Context: an optimization exercise on an open-source flow, tuned for a short achievable clock period and few clock cycles. The choices shown serve that exercise and are no tape-out recipe.
No functional check of the RTL was part of any run shown here.
Power and IR drop assume default switching activity.

File: flow/design.v
`timescale 1ns/1ps
module dcache_top (
        input  logic        CLK,
        input  logic        nRST,
        input  logic        cpu_read,
        input  logic        cpu_write,
        input  logic [31:0] cpu_addr,
        input  logic [31:0] cpu_wdata,
        input  logic        halt,
        output logic        dhit,
        output logic        flushed,
        output logic [31:0] dmemload,
        output logic        mem_read,
        output logic        mem_write,
        output logic [31:0] mem_addr,
        output logic [31:0] mem_wdata,
        input  logic        dwait,
        input  logic [31:0] dload
);
        logic [25:0] tag_q [16];
        logic [31:0] d0_q [16];
        logic [31:0] d1_q [16];
        logic [15:0] valid_q, dirty_q;
        logic [7:0]  lru_q;             
        localparam logic [1:0] C_IDLE = 2'd0;
        localparam logic [1:0] C_LOAD = 2'd1;   
        localparam logic [1:0] C_FLUSH = 2'd2;
        localparam logic [1:0] C_DONE = 2'd3;
        logic [1:0]  cst_q;
        logic        dhit_q;
        logic [31:0] dmemload_q;
        logic        flushed_q;
        logic        cm_hit_q, cm_miss_q, cm_store_q, cm_wd_q;
        logic [3:0]  cm_k_q;
        logic [31:0] cm_wdata_q;
        logic        mem_read_q, mem_write_q;
        logic [31:0] mem_addr_q, mem_wdata_q;
        logic        e_w1_q;            
        logic [3:0]  e_k_q;             
        logic [25:0] e_tag_q;           
        logic [25:0] e_otag_q;          
        logic        e_wd_q, e_store_q;
        logic [31:0] e_wdata_q;
        assign dhit = dhit_q;
        assign dmemload = dmemload_q;
        assign flushed = flushed_q;
        assign mem_read = mem_read_q;
        assign mem_write = mem_write_q;
        assign mem_addr = mem_addr_q;
        assign mem_wdata = mem_wdata_q;
        logic [2:0]  idx;
        logic [25:0] tg;
        logic        wd;
        logic [15:0] match;
        logic        hw0, hw1, hit_any;
        logic        e_busy, e_accept, e_finish, e_free, conflict, fresh, req;
        logic        miss_go, hit_go;
        logic [3:0]  vk;
        logic        vdirty;
        logic [31:0] rd0, rd1;
        assign idx = cpu_addr[5:3];
        assign tg = cpu_addr[31:6];
        assign wd = cpu_addr[2];
        always_comb begin
                for (int k = 0; k < 16; k++) begin
                        match[k] = valid_q[k] && (tag_q[k] == tg);
                end
        end
        always_comb begin
                hw0 = 1'b0;
                hw1 = 1'b0;
                for (int s = 0; s < 8; s++) begin
                        if (idx == 3'(s)) begin
                                hw0 = match[2*s];
                                hw1 = match[2*s+1];
                        end
                end
        end
        assign hit_any = hw0 | hw1;
        assign e_busy = mem_read_q | mem_write_q;
        assign e_accept = e_busy & ~dwait;
        assign e_finish = mem_read_q & e_w1_q & ~dwait;
        assign e_free = ~e_busy | e_finish;
        assign conflict = e_busy && (cpu_addr[31:3] == {e_tag_q, e_k_q[3:1]});
        assign fresh = (cst_q == C_IDLE) && !dhit_q;
        assign req = (cpu_read || cpu_write) && fresh;
        assign hit_go = req && hit_any && !conflict;
        assign miss_go = req && !hit_any && !conflict && e_free;
        assign vk = {idx, lru_q[idx]};
        assign vdirty = valid_q[vk] && dirty_q[vk];
        assign rd0 = wd ? d1_q[{idx, 1'b0}] : d0_q[{idx, 1'b0}];
        assign rd1 = wd ? d1_q[{idx, 1'b1}] : d0_q[{idx, 1'b1}];
        logic        fl_any;
        logic [3:0]  fl_k;
        always_comb begin
                fl_any = 1'b0;
                fl_k = '0;
                for (int k = 15; k >= 0; k--) begin
                        if (dirty_q[k]) begin
                                fl_any = 1'b1;
                                fl_k = 4'(k);
                        end
                end
        end
        logic fl_go, flushing, wb_done, fl_next, fl_end;
        assign fl_go = (cst_q == C_IDLE) && !dhit_q && halt && !e_busy;
        assign flushing = (cst_q == C_FLUSH);
        assign wb_done = mem_write_q && e_w1_q && !dwait;
        assign fl_next = flushing && wb_done && fl_any;
        assign fl_end = (fl_go || (flushing && wb_done)) && !fl_any;
        logic        n_read, n_write, n_w1;
        logic [31:0] n_addr, n_wdata;
        always_comb begin
                n_read = mem_read_q;
                n_write = mem_write_q;
                n_w1 = e_w1_q;
                if (e_accept) begin
                        if (mem_write_q && !e_w1_q) begin
                                n_w1 = 1'b1;
                        end else if (mem_write_q) begin
                                n_w1 = 1'b0;
                                if (flushing) begin
                                        n_write = fl_any;
                                end else begin
                                        n_write = 1'b0;
                                        n_read = 1'b1;
                                end
                        end else if (!e_w1_q) begin
                                n_w1 = 1'b1;
                        end else begin
                                n_read = 1'b0;
                                n_w1 = 1'b0;
                        end
                end
                if (miss_go) begin
                        n_read = !vdirty;
                        n_write = vdirty;
                        n_w1 = 1'b0;
                end
                if (fl_go) begin
                        n_write = fl_any;
                        n_w1 = 1'b0;
                end
        end
        always_comb begin
                if (!e_busy || e_finish) begin
                        if (halt) begin
                                n_addr = {tag_q[fl_k], fl_k[3:1], 3'b000};
                                n_wdata = d0_q[fl_k];
                        end else begin
                                n_addr = {(vdirty ? tag_q[vk] : tg), idx, 3'b000};
                                n_wdata = d0_q[vk];
                        end
                end else if (mem_write_q && e_w1_q && !dwait) begin
                        if (flushing) begin
                                n_addr = {tag_q[fl_k], fl_k[3:1], 3'b000};
                                n_wdata = d0_q[fl_k];
                        end else begin
                                n_addr = {e_tag_q, e_k_q[3:1], 3'b000};
                                n_wdata = d0_q[e_k_q];
                        end
                end else begin
                        n_addr = {(mem_write_q ? e_otag_q : e_tag_q), e_k_q[3:1], n_w1, 2'b00};
                        n_wdata = n_w1 ? d1_q[e_k_q] : d0_q[e_k_q];
                end
        end
        always_ff @(posedge CLK or negedge nRST) begin
                if (!nRST) begin
                        cst_q <= C_IDLE;
                        dhit_q <= 1'b0;
                        flushed_q <= 1'b0;
                        cm_hit_q <= 1'b0;
                        cm_miss_q <= 1'b0;
                        mem_read_q <= 1'b0;
                        mem_write_q <= 1'b0;
                        valid_q <= '0;
                        dirty_q <= '0;
                        lru_q <= '0;
                end else begin
                        mem_read_q <= n_read;
                        mem_write_q <= n_write;
                        cm_hit_q <= hit_go;
                        cm_miss_q <= miss_go;
                        dhit_q <= hit_go || (miss_go && cpu_write) ||
                                  ((cst_q == C_LOAD) && mem_read_q && !dwait && (e_w1_q == e_wd_q));
                        if (cm_hit_q) begin
                                lru_q[cm_k_q[3:1]] <= ~cm_k_q[0];
                                if (cm_store_q) dirty_q[cm_k_q] <= 1'b1;
                        end
                        if (cm_miss_q) begin
                                lru_q[e_k_q[3:1]] <= ~e_k_q[0];
                                valid_q[e_k_q] <= 1'b1;
                                dirty_q[e_k_q] <= e_store_q;
                        end
                        if ((cst_q == C_LOAD) && mem_read_q && !dwait && (e_w1_q == e_wd_q)) begin
                                cst_q <= C_IDLE;
                        end
                        if (miss_go && !cpu_write) begin
                                cst_q <= C_LOAD;
                        end
                        if (fl_go || fl_next) begin
                                dirty_q[fl_k] <= 1'b0;
                                valid_q[fl_k] <= 1'b0;
                        end
                        if (fl_go && fl_any) begin
                                cst_q <= C_FLUSH;
                        end
                        if (fl_end) begin
                                cst_q <= C_DONE;
                                flushed_q <= 1'b1;
                        end
                end
        end
        always_ff @(posedge CLK) begin
                mem_addr_q <= n_addr;
                mem_wdata_q <= n_wdata;
                e_w1_q <= n_w1;
                dmemload_q <= (cst_q == C_LOAD) ? dload : (hw1 ? rd1 : rd0);
                cm_k_q <= {idx, hw1};
                cm_store_q <= cpu_write;
                cm_wd_q <= wd;
                cm_wdata_q <= cpu_wdata;
                if (cm_hit_q && cm_store_q) begin
                        if (cm_wd_q) d1_q[cm_k_q] <= cm_wdata_q;
                        else d0_q[cm_k_q] <= cm_wdata_q;
                end
                if (cm_miss_q) begin
                        tag_q[e_k_q] <= e_tag_q;
                end
                if (mem_read_q && !dwait) begin
                        if (!e_w1_q) d0_q[e_k_q] <= (e_store_q && !e_wd_q) ? e_wdata_q : dload;
                        else d1_q[e_k_q] <= (e_store_q && e_wd_q) ? e_wdata_q : dload;
                end
                if (fresh && e_free) begin
                        e_k_q <= vk;
                        e_tag_q <= tg;
                        e_otag_q <= tag_q[vk];
                        e_wd_q <= wd;
                        e_store_q <= cpu_write;
                        e_wdata_q <= cpu_wdata;
                end
                if (fl_go || fl_next) begin
                        e_k_q <= fl_k;
                        e_otag_q <= tag_q[fl_k];
                end
        end
endmodule
File: flow/run.sh
#!/bin/bash
# synth_recipe.tcl (not shown) runs the flow's synth.tcl, then flattens the netlist and writes it again
# the make line also repeats each setting of config.mk as NAME=value (left out here)
make -C /OpenROAD-flow-scripts/flow DESIGN_CONFIG=/design/flow/config.mk WORK_HOME=/design/flow/orfs CLKGATE_MAP_FILE= SYNTH_SCRIPT=/design/flow/synth_recipe.tcl finish
File: flow/config.mk
export PLATFORM = sky130hd
export DESIGN_NAME = dcache_top
export DESIGN_NICKNAME = dcache_top
export VERILOG_FILES = /design/flow/design.v
export SDC_FILE = /design/flow/constraint.sdc
export NUM_CORES = 4
export LEC_CHECK = 0
export ABC_CLOCK_PERIOD_IN_PS = 2500
export CAP_MARGIN = 20
export CORE_MARGIN = 2
export CORE_UTILIZATION = 40
export SETUP_SLACK_MARGIN = 5
export SLEW_MARGIN = 20
File: flow/constraint.sdc
create_clock -name core_clock -period 8.0 [get_ports {CLK}]
set_input_delay 1.6000 -clock core_clock [delete_from_list [all_inputs] [get_ports {CLK}]]
set_output_delay 1.6000 -clock core_clock [all_outputs]
set_load 0.01 [all_outputs]
==> run notes, run 1 <==
Status -> finished clean
Clock buffer depth -> 3
First-pass DRT Iterations -> 7
Sequential share of the synthesized area -> 50.1%
Post-synth EDFFs -> 1530
Drt total wl -> 500 mm
Die width -> 503 µm
CTS Buf Count -> 192
Min Clock Period, post-route -> 4.10 ns
Final Skew -> 0.102 ns
Final hold vios -> 0
WHS Path Cells -> 1
NumNets Final -> 8581
Die area -> 253000 µm²
Post-synth top cells -> 1530 x edfxtp_1, 1104 x nand2_1, 818 x mux4_2
Antenna viol nets, final -> 0
Count leader, synth -> edfxtp_1
Maximum fanout along the worst path -> 11
Worst setup path startpoint -> cpu_addr[19]
GPL Wtd Cong -> 1.04
Residual DRC count -> 0
FMAX -> 0.244 GHz
Worst Setup Path Type -> in -> reg
Area leader, netlist -> edfxtp_1
Die height -> 503 µm
Leakage -> 41.9 nW
Initial antenna violation count -> 31
Area share of the largest cell type after synthesis -> 46.1%
RSZ-0062 raised after global routing -> yes
Clk Latency, worst-skew pair -> 0.92 ns
Detail Placement HPWL -> 260 mm
Post-synth ARST share -> 2.80%
Min-Delay Startpoint -> flushed_q
Clock-pin transition on the worst setup and hold timing paths -> 0.06 ns
Iteration-0 DRC count of the detailed router -> 16617
Largest net degree at the start of global routing -> 124
Worst vdd ir -> 0.258 mV
Synth area leaders -> edfxtp_1 46%, mux4_2 18%, nand2_1 4.2%
Buffers added on ports -> 197
Syn_area_per_cell -> 12.0 µm²
Post-route core utilization -> 48.9%
Top Ports -> 202
Hold_buf cts -> 0
Worst reg-to-reg setup slack -> 3.96 ns
Worst hold endpoint -> flushed_q
Power Density -> 294 nW/µm²
CTS root buffer -> clkbuf_16
Setup tns final -> 0 ns
Row Count -> 183
Mapped Area -> 99600 µm²
Worst slew pin tran -> 1.26 ns
Synth Flop Type -> edfxtp_1
Share of cells above drive strength 1 -> 29.2%
Yosys reg bits -> 1715
WL/cell -> 41.7 µm
Final Cycle Share -> 51.3%
R2r worst-path depth -> 10
Mapped Cells -> 8302
Final Non-Filler Cells -> 11981
Hold WC Path Type -> reg -> reg
Placed insts -> 11165
Vias in the first global route -> 78750
Max-cap violations -> 0
Area growth from synthesis to layout -> 21.8%
Vias per cell -> 7.14
All-Layer GR Usage -> 38.3%
Core area -> 248000 µm²
Yosys warns -> 1
Starting Density -> 40.1%
Distinct cell type count after synthesis -> 75
Setup violations, final -> 0
Critical path arrival -> 4.76 ns
Crit start category -> primary input
Reg-to-Reg Start -> e_tag_q[22]
CTS tree -> built
FF-to-FF End -> mem_wdata_q[13]
Slew margin rel. -> 15.3%
Congestion Overflow GR -> 0
Vias -> 85535
Clock Sinks -> 1715
Htree depth -> 4
Worst EP required -> 8.66 ns
Final Max Slew Viols -> 0
Worst Setup End Kind -> register
First-pass GRT wire length -> 663 mm
flip-flops by register name (all words and copies together) (netlist names), 8 cells and up, named ones only:
register and count:
cm_wdata_q 32, d0_q 512, d1_q 512, dirty_q 16
dmemload_q 32, e_otag_q 26, e_tag_q 26, e_wdata_q 32
lru_q 8, mem_addr_q 30, mem_wdata_q 32, tag_q 416
valid_q 16
placed cells by master, fill, tap and decap left out, types with 103 or more instances in the layout:
master	n
xnor2_1	225
buf_12	107
edfxtp_1	1530
o21ai_0	576
mux2i_1	160
clkbuf_16	203
and3_1	103
mux4_2	818
xor2_1	171
buf_4	316
buf_6	120
nand3_1	188
nor2_1	601
a21oi_1	601
nand2_1	1072
routing by layer:
metal,routed length (µm),track usage (%),share of wire (%),up-vias
li1,-,-,-,32162
met1,156000,45.7,31,41637
met2,202000,52.9,40,9237
met3,90200,17.4,18,2463
met4,51300,31.1,10,36
met5,618,0.628,0.12,-
area by class of cell:
class / count / area (µm²)
diodes: 23 / 57.6
clock buffers: 262 / 5200
clock inverters: 101 / 1250
fillers: 21317 / 127000
inverters: 21 / 118
multi-input cells: 5727 / 50300
flip-flops and latches: 1715 / 50100
well taps: 3330 / 4170
repair buffers: 795 / 9930
repair inverters: 7 / 173
worst max-delay path by stage:
stage,endpoint,slack (ns),cells past startpoint
after floorplan,mem_addr_q[20],3.69,10
after global placement,mem_wdata_q[20],1.29,11
after detailed placement,mem_wdata_q[24],1.41,12
after CTS,mem_wdata_q[26],4.09,13
after global routing,mem_wdata_q[13],4.01,12
final,mem_wdata_q[13],3.90,12
critical path, stage by stage:
cell and delay [ns]:
buf_2 0.28, buf_6 0.24, xor2_1 0.13, nor4_2 0.40
nand4_1 0.34, nor4_4 0.46, nor4b_4 0.12, a31oi_4 0.38
buf_6 0.22, buf_12 0.19, mux2i_2 0.24, o211ai_1 0.12
through the flow:
step	power (mW)	area, µm²	hold slack, ns	setup slack (ns)
CTS	34.2	119000	0.479	4.09
detailed placement	22.5	105000	0.471	1.41
finish	35.6	121000	0.470	3.90
floorplan	18.3	101000	0.448	3.69
global route	36.1	121000	0.489	4.01
global placement	22.4	105000	0.461	1.29
where the power goes:
| group | switching [mW] | internal (mW) | leakage [nW] |
|---|---|---|---|
| sequential | 0.894 | 10.5 | 15.4 |
| clock | 4.03 | 5.18 | 3.10 |
| combinational | 8.74 | 6.27 | 23.3 |
logic make-up (layout without fill, tap and decap cells):
logic type | count (synthesis) | in the layout | share of synthesized area (%)
simple gates | 2309 | 2334 | 9.87
compound gates | 1789 | 1794 | 10.6
flops | 1715 | 1715 | 50.1
mux | 1120 | 1122 | 21.6
buf+inv | 893 | 1186 | 3.59
xor+xnor | 455 | 455 | 4.00
fa+ha+maj | 20 | 20 | 0.251
other cells | 1 | 25 | 0.00377
timing repair:
action                                   CTS  global route
gates resized for setup                 1405           235
setup buffers                            253            76
pin swaps                                126            75
endpoints found under the setup margin  2352          1159
gates cloned                              89            12
==> run 2: changes to the inputs <==
--- a/flow/design.v
+++ b/flow/design.v
@@ -55,5 +55,5 @@
         logic        hw0, hw1, hit_any;
         logic        e_busy, e_accept, e_finish, e_free, conflict, fresh, req;
-        logic        miss_go, hit_go;
+        logic        miss_go, hit_go, avail0, fwd_ok, fwd_sel;
         logic [3:0]  vk;
         logic        vdirty;
@@ -85,5 +85,9 @@
         assign fresh = (cst_q == C_IDLE) && !dhit_q;
         assign req = (cpu_read || cpu_write) && fresh;
-        assign hit_go = req && hit_any && !conflict;
+        assign avail0 = conflict && mem_read_q && e_w1_q && !wd;
+        assign fwd_ok = conflict && mem_read_q && !dwait && (e_w1_q == wd) &&
+                        !(e_store_q && (e_wd_q == wd));
+        assign fwd_sel = conflict && (e_w1_q == wd);
+        assign hit_go = req && ((hit_any && !conflict) || avail0 || fwd_ok);
         assign miss_go = req && !hit_any && !conflict && e_free;
         assign vk = {idx, lru_q[idx]};
@@ -143,4 +147,6 @@
                 end
         end
+        logic b_w1;
+        assign b_w1 = e_w1_q | ~dwait;
         always_comb begin
                 if (!e_busy || e_finish) begin
@@ -161,6 +167,6 @@
                         end
                 end else begin
-                        n_addr = {(mem_write_q ? e_otag_q : e_tag_q), e_k_q[3:1], n_w1, 2'b00};
-                        n_wdata = n_w1 ? d1_q[e_k_q] : d0_q[e_k_q];
+                        n_addr = {(mem_write_q ? e_otag_q : e_tag_q), e_k_q[3:1], b_w1, 2'b00};
+                        n_wdata = b_w1 ? d1_q[e_k_q] : d0_q[e_k_q];
                 end
         end
@@ -216,5 +222,5 @@
                 mem_wdata_q <= n_wdata;
                 e_w1_q <= n_w1;
-                dmemload_q <= (cst_q == C_LOAD) ? dload : (hw1 ? rd1 : rd0);
+                dmemload_q <= ((cst_q == C_LOAD) || fwd_sel) ? dload : (hw1 ? rd1 : rd0);
                 cm_k_q <= {idx, hw1};
                 cm_store_q <= cpu_write;
--- a/flow/config.mk
+++ b/flow/config.mk
@@ -6,5 +6,5 @@
 export NUM_CORES = 4
 export LEC_CHECK = 0
-export ABC_CLOCK_PERIOD_IN_PS = 2500
+export ABC_CLOCK_PERIOD_IN_PS = 100
 export CAP_MARGIN = 20
 export CORE_MARGIN = 2
==> run 2 against run 1 <==
Against the previous run:
- clock skew is 0.018 ns lower
- flip-flop and latch count stayed put
- global-route usage is 3.2 points higher
- critical endpoint is now mem_addr_q[18]
- largest cell class unchanged
==> run notes, run 2 <==
Final Max Slew Viols -> 0 (unchanged)
Mapped Area -> 101000 µm² (+1.9%)
Count leader, synth -> edfxtp_1
Worst vdd ir -> 0.278 mV (+7.5%)
Setup WS post-layout -> 4.34 ns (+0.443 ns)
GPL Wtd Cong -> 1.08 (+4.1%)
Hold WC Path Type -> reg -> reg
Vias in the first global route -> 84170 (+6.9%)
Min Clock Period, post-route -> 3.66 ns (-0.443 ns)
Clock-pin transition on the worst setup and hold timing paths -> 0.06 ns (about the same)
CTS Buf Count -> 195 (+1.6%)
Detail Placement HPWL -> 280 mm (+7.7%)
Leakage -> 45.0 nW (+7.5%)
Drt total wl -> 560 mm (+12%)
Worst slew pin tran -> 1.35 ns (+0.0932 ns)
Setup crit end -> mem_addr_q[18]
Distinct cell type count after synthesis -> 87 (+16%)
Fillers -> 21265 (-0.24%)
Power Density -> 296 nW/µm² (+0.74%)
All-Layer GR Usage -> 41.5% (+3.2 points)
Vias -> 93445 (+9.2%)
Fin area -> 128000 µm² (+5.6%)
Design Power -> 37.9 mW (+6.4%)
Pre-CTS setup slack -> 2.00 ns (+0.591 ns)
Final Skew -> 0.0838 ns (-0.0181 ns)
Clock Sinks -> 1715 (unchanged)
Yosys reg bits -> 1715 (unchanged)
Worst reg-to-reg setup slack -> 4.61 ns (+0.65 ns)
Maximum fanout along the worst path -> 8 (-3)
Post-DP Area -> 107000 µm² (+1.7%)
First-pass GRT wire length -> 727 mm (+9.7%)
Yosys warns -> 1 (unchanged)
Critical path arrival -> 4.44 ns (-0.32 ns)
Antenna viol nets, final -> 0 (unchanged)
Post-route core utilization -> 50.8% (+2.0 points)
Area leader, netlist -> edfxtp_1
Congestion Overflow GR -> 0 (unchanged)
Residual DRC count -> 0 (unchanged)
Reg-to-Reg Start -> dirty_q[10]
NumNets Final -> 9235 (+7.6%)
Worst EP required -> 8.78 ns (+0.12 ns)
Syn_area_per_cell -> 11.5 µm² (-3.9%)
CTS root buffer -> clkbuf_16
Worst Setup Path Type -> in -> reg
Placed insts -> 11658 (+4.4%)
Die height -> 508 µm (+0.94%)
Area share of the largest cell type after synthesis -> 45.3% (-0.86 points)
Mapped Cells -> 8802 (+6.0%)
Largest net degree at the start of global routing -> 67 (-46%)
Crit start category -> primary input
Post-synth EDFFs -> 1530 (unchanged)
Final Non-Filler Cells -> 12699 (+6.0%)
Area growth from synthesis to layout -> 26.2%
Clock buffer depth -> 3 (unchanged)
Final Cycle Share -> 45.8% (-5.5 points)
Final hold vios -> 0 (unchanged)
Iteration-0 DRC count of the detailed router -> 20063 (+21%)
Hold Slack -> 0.491 ns (+0.0214 ns)
Met3 Usage GRT -> 22.0% (+4.6 points)
WL/cell -> 44.1 µm (+5.7%)
Buffers added on ports -> 197 (unchanged)
Most frequent cells in the layout -> 1530 x edfxtp_1, 1109 x nand2_1, 742 x mux4_2, 694 x nor2_1, 648 x a21oi_1
Share of cells above drive strength 1 -> 29.6% (+0.44 points)
Top Ports -> 202 (unchanged)
Slew margin rel. -> 9.84% (-5.4 points)
Row Count -> 184 (+0.55%)
Worst setup path startpoint -> cpu_addr[3]
Sequential share of the synthesized area -> 49.2% (-0.94 points)
RSZ-0062 raised after global routing -> yes
Die area -> 258000 µm² (+1.9%)
Post-synth ARST share -> 2.80% (unchanged)
Commonest non-fill, non-tap cell in the layout -> edfxtp_1
Synth Flop Type -> edfxtp_1
Max-cap violations -> 0 (unchanged)
First-pass DRT Iterations -> 15 (+8)
Status -> finished clean
Htree depth -> 4 (unchanged)
Setup tns final -> 0 ns (unchanged)
Die width -> 508 µm (+0.94%)
Post-synth top cells -> 1530 x edfxtp_1, 1170 x nand2_1, 752 x nor2_1
Initial antenna violation count -> 77 (+150%)
Met2 Usage GRT -> 56.3% (+3.4 points)
Core area -> 252000 µm² (+1.5%)
Worst Setup End Kind -> register
Clk Latency, worst-skew pair -> 0.92 ns (about the same)
Synth area leaders -> edfxtp_1 45%, mux4_2 16%, mux2i_1 4.5%
Met1 Usage GRT -> 47.4% (+1.8 points)
Vias per cell -> 7.36 (+3.1%)
Starting Density -> 40.3% (+0.17 points)
Setup violations, final -> 0 (unchanged)
FMAX -> 0.273 GHz (+12%)
Top Registers -> d0_q: 512 flops, d1_q: 512 flops, tag_q: 416 flops
CTS tree -> built
R2r worst-path depth -> 12 (+2)
GRT Max-Usage Layer -> met2
FF-to-FF End -> mem_addr_q[18]
## run 2: changes by cell type after synthesis, moves of 40 or more
cell	change
mux4_2	-76
a21oi_1	+75
xnor2_1	+102
buf_2	+61
nor2_1	+108
a311oi_1	-53
nand2_1	+66
xor2_1	-97
a221oi_1	+54
mux2i_1	+189
inv_1	+55
a21boi_0	+40
## run 2: critical path, cell delays in order
cell,delay (ns)
buf_16,0.12
mux4_2,0.54
mux2i_4,0.24
buf_12,0.15
mux4_2,0.52
nand3_2,0.12
o21ai_4,0.07
buf_12,0.16
buf_12,0.16
buf_12,0.15
nor3b_4,0.18
a211oi_2,0.06
a221oi_2,0.33
## run 2: routing by layer
metal	vias up	share of wire, %
met4	56	12
met5	-	0.18
met3	3352	18
li1	34227	-
met1	45041	31
met2	10769	39
## run 2: repair_timing
action	CTS	global route
endpoints found under the hold margin	0	0
buffers inserted	298	149
hold buffers	0	0
gates resized for setup	1532	295
setup endpoints to repair	2640	1252
pin swaps	169	121
gates cloned	127	28
## run 2: power by group
part / total (mW) / switching, mW / internal (mW)
Clock: 9.82 / 4.16 / 5.66
Sequential: 11.4 / 0.903 / 10.5
Combinational: 16.7 / 10.0 / 6.65
## run 2: kinds of logic (layout without fill, tap and decap cells)
group | after synthesis | in the layout | share of synthesized area (%)
AOI/OAI and AO/OA | 1913 | 1929 | 11.1
buffers and inverters | 977 | 1412 | 3.86
muxes | 1219 | 1221 | 21.2
xor gates and xnor gates | 460 | 460 | 3.97
DFF | 1715 | 1715 | 49.2
adders and majority gates | 21 | 21 | 0.259
other | 1 | 68 | 0.00369
and+or+nand+nor | 2496 | 2525 | 10.5
## run 2: layout make-up
| class | count | area, µm² | area share, % |
|---|---|---|---|
| antenna | 66 | 165 | 0.129 |
| clock buffer | 249 | 5290 | 4.13 |
| clock inverter | 121 | 1570 | 1.23 |
| inverter | 76 | 340 | 0.266 |
| multi-input combinational | 6158 | 53400 | 41.7 |
| sequential | 1715 | 50100 | 39.1 |
| tap | 3348 | 4190 | 3.27 |
| timing repair buffer | 961 | 13000 | 10.1 |
| timing repair inverter | 5 | 57.6 | 0.0449 |
## run 2: how the worst min path moves through the flow
| stage | startpoint | to | cells past startpoint | slack (ns) |
|---|---|---|---|---|
| after global placement | flushed_q | flushed_q | 1 | 0.47 |
| after detailed placement | flushed_q | flushed_q | 1 | 0.46 |
| after global routing | flushed_q | flushed_q | 1 | 0.54 |
| after CTS | flushed_q | flushed_q | 1 | 0.50 |
| final | flushed_q | flushed_q | 1 | 0.49 |
| after floorplan | cst_q[1] | cst_q[1] | 1 | 0.47 |

## port drivers added, routing unchanged
The flow's constraints put no driver on any port. The routed layouts listed below were extracted and timed again, unchanged, in two steps. Step 1, drivers: a clkbuf_16 drives CLK and a buf_2 each remaining input, both assumed. Step 2 also shifts input and output timing later by t, the mid clock arrival at the registers, as if the neighbouring blocks saw the same clock. Three values: ideal ports, drivers, drivers and shift; two values: the first two.
run | shift t [ns] | setup slack, ns | worst register clock-pin slew, ns | cell pins on the clock port's net
run 1 | 0.974 | 3.896 / 3.872 / 2.898 | 0.07 / 0.07 | 1
run 2 | 0.992 | 4.339 / 4.164 / 3.172 | 0.07 / 0.07 | 1
After both steps setup and hold are still met in every run listed. The setup slack of run 2, which loses most, moves by -0.175 ns with the drivers and by -1.167 ns with both steps.
